This is an optimization exercise on Yosys and OpenROAD, whose aim is small area, a short achievable clock period and few clock cycles per item, not a production implementation. In this exercise RTL edits were held to simulation tests only and were not proved equivalent to the original.

Design alu_mc, start of the top module:
module alu_mc #(
  parameter int WIDTH = 64
) (
  input  logic             clk,
  input  logic             rst_n,
  input  logic             in_valid,
  output logic             in_ready,
  input  logic [WIDTH-1:0] A,
  input  logic [WIDTH-1:0] B,
  input  logic [2:0]       ALUop,
  output logic             out_valid,
  input  logic             out_ready,
  output logic [WIDTH-1:0] Y,
  output logic [WIDTH-1:0] Y_hi,
  output logic [WIDTH-1:0] REM,
  output logic             ZERO,
  output logic             COUT,
  output logic             OVF,
  output logic             DIV0
);
  localparam logic [2:0] OP_ADD = 3'b000;
  localparam logic [2:0] OP_SUB = 3'b001;
  localparam logic [2:0] OP_AND = 3'b010;
  localparam logic [2:0] OP_OR  = 3'b011;
  localparam logic [2:0] OP_XOR = 3'b100;
  localparam logic [2:0] OP_MUL = 3'b101;
  localparam logic [2:0] OP_DIV = 3'b110;
  localparam logic [2:0] S_IDLE  = 3'd0;
  localparam logic [2:0] S_EXEC  = 3'd1;
  localparam logic [2:0] S_ALIGN = 3'd2;
  ...
Size: roughly 230 flip-flops, about 330 I/O pins, about 26,000 um2 of cells after synthesis.
clock: 6.5 ns
lec_check: 0
cap_margin: 20
core_margin: 2
core_utilization: 45
cts_buf_list: sky130_fd_sc_hd__clkbuf_8
setup_slack_margin: 2
slew_margin: 20
standard.sh (not shown) runs the stock make flow with config.mk's settings and CLKGATE_MAP_FILE= SYNTH_SCRIPT=/design/flow/synth_recipe.tcl, a recipe that flattens the netlist after the stock synthesis.
==> flow/flow/run.sh <==
#!/bin/bash
# The standard layout (standard.sh, unchanged synthesis and steps), except that buffer_ports
# builds the port buffers from sky130_fd_sc_hd__buf_1 instead of the cell it picks by default.
# Every port still gets its own buffer; later repair steps may resize them as usual.
# Each make target's full output goes to its own log file in the work folder.
set -euo pipefail
export BUFFER_PORTS_ARGS="-buffer_cell sky130_fd_sc_hd__buf_1"
for step in synth floorplan place cts route finish; do
  bash standard.sh "$step" > "flow_${step}.log" 2>&1
done
test -f out/final.def
The first run finished with timing, DRC and antenna clean.
Testbench counts at the start, summed over its fixed seeds: cycles 18,682, items 3,200.
Change:
==> flow/run.sh (new file) <==
#!/bin/bash
# synth_recipe.tcl (not shown) runs the flow's synth.tcl, then flattens the netlist and writes it again
# the make line also repeats each setting of config.mk as NAME=value (left out here)
make -C /OpenROAD-flow-scripts/flow DESIGN_CONFIG=/design/flow/config.mk WORK_HOME=/design/flow/orfs CLKGATE_MAP_FILE= SYNTH_SCRIPT=/design/flow/synth_recipe.tcl finish
- CTS_BUF_LIST: sky130_fd_sc_hd__clkbuf_8 -> default
removed: flow/flow/run.sh
removed: flow/standard.sh
The changed run finished with timing, DRC and antenna clean.
Utilization grows by 4.0 points.
Design area went up by 7.4%.
Fmax climbs by 0.49%.
Synthesized cell count does not change.
Setup slack is better by 0.022 ns.
Die area is unchanged.
Wire length goes up by 1.2%.
Sequential share of layout area goes down by 1.3 points.
Register-to-register slack is worse by 0.08 ns.
Synthesized area stays the same.
Change:
==> flow/flow/run.sh (new file) <==
#!/bin/bash
# The standard layout (standard.sh, unchanged synthesis and steps), except that buffer_ports
# builds the port buffers from sky130_fd_sc_hd__buf_1 instead of the cell it picks by default.
# Every port still gets its own buffer; later repair steps may resize them as usual.
# Each make target's full output goes to its own log file in the work folder.
set -euo pipefail
export BUFFER_PORTS_ARGS="-buffer_cell sky130_fd_sc_hd__buf_1"
for step in synth floorplan place cts route finish; do
  bash standard.sh "$step" > "flow_${step}.log" 2>&1
done
test -f out/final.def
==> flow/standard.sh (new file) <==
#!/bin/bash
# synth_recipe.tcl (not shown) runs the flow's synth.tcl, then flattens the netlist and writes it again
# the make line also repeats each setting of config.mk as NAME=value (left out here)
make -C /OpenROAD-flow-scripts/flow DESIGN_CONFIG=/design/flow/config.mk WORK_HOME=/design/flow/orfs CLKGATE_MAP_FILE= SYNTH_SCRIPT=/design/flow/synth_recipe.tcl "${@:-finish}"
removed: flow/run.sh
=>
- via count hardly moves
- final area is lower by 5.9%
- cell count goes up by 0.46%
- wire length is lower by 1.5%
- clock skew rose by 0.018 ns
- maximum frequency climbs by 1.1%
- core utilization goes down by 3.4 points

========
Another version of the RTL of alu_mc (not shown whole).
For scale: ~3,700 cells after synthesis, about 330 I/O pins, ~27,000 µm² of cells after synthesis.
// alu_mc
module alu_mc #(
  parameter int WIDTH = 64
) (
  input  logic             clk,
  input  logic             rst_n,
  input  logic             in_valid,
  output logic             in_ready,
  input  logic [WIDTH-1:0] A,
  input  logic [WIDTH-1:0] B,
  input  logic [2:0]       ALUop,
  output logic             out_valid,
  input  logic             out_ready,
  output logic [WIDTH-1:0] Y,
  output logic [WIDTH-1:0] Y_hi,
  output logic [WIDTH-1:0] REM,
  output logic             ZERO,
  output logic             COUT,
  output logic             OVF,
  output logic             DIV0
);
clock: 6.5 ns
lec_check: 0
cap_margin: 20
core_margin: 2
core_utilization: 62
setup_slack_margin: 3
slew_margin: 20
run.sh (not shown) runs the stock make flow with config.mk's settings and CLKGATE_MAP_FILE= SYNTH_SCRIPT=/design/flow/synth_recipe.tcl, a recipe that flattens the netlist after the stock synthesis.
Stock flow here: none of the scripts above is used.
The baseline failed in 5_1_grt, error GRT-0232.
Testbench counts at the start, summed over its fixed seeds: cycles 18,528, items 3,200.
Change:
Settings changed: CORE_UTILIZATION 62 to 40, SETUP_SLACK_MARGIN 3 to unset.
After rerunning: With this change the flow produced a clean layout. Synthesized cell count stays the same. Synthesized area stays the same.

static timing again, ports no longer ideal:
How much do the figures lean on ideal ports? The routed layouts below were timed once more, with nothing changed but the port constraints. Step 1 assumes that a clkbuf_16 drives the clock port and a buf_2 every other input. Step 2, shift: input delay + t, output delay - t, t = (earliest + latest rising clock arrival at the registers) / 2. This alone moves slack from input paths to output paths. a / b / c = ideal ports / drivers / drivers and shift; a / b = the first two.
run	t (ns)	setup WS [ns]	slew at the worst register clock pin (ns)	cell pins on the clock port's net
the first run of note 1	0.723	1.940 / 1.877 / 1.963	0.07 / 0.07	1
the second run of note 1	0.687	1.962 / 1.962 / 1.962	0.07 / 0.07	1
the third run of note 1	0.624	2.013 / 1.997 / 1.900	0.06 / 0.06	1
the second run of note 2	0.689	0.873 / 0.873 / 0.873	0.07 / 0.07	1
After both steps every run listed still meets setup and hold. For the third run of note 1, which loses most, drivers alone change the setup slack by -0.016 ns; drivers and shift together by -0.113 ns.
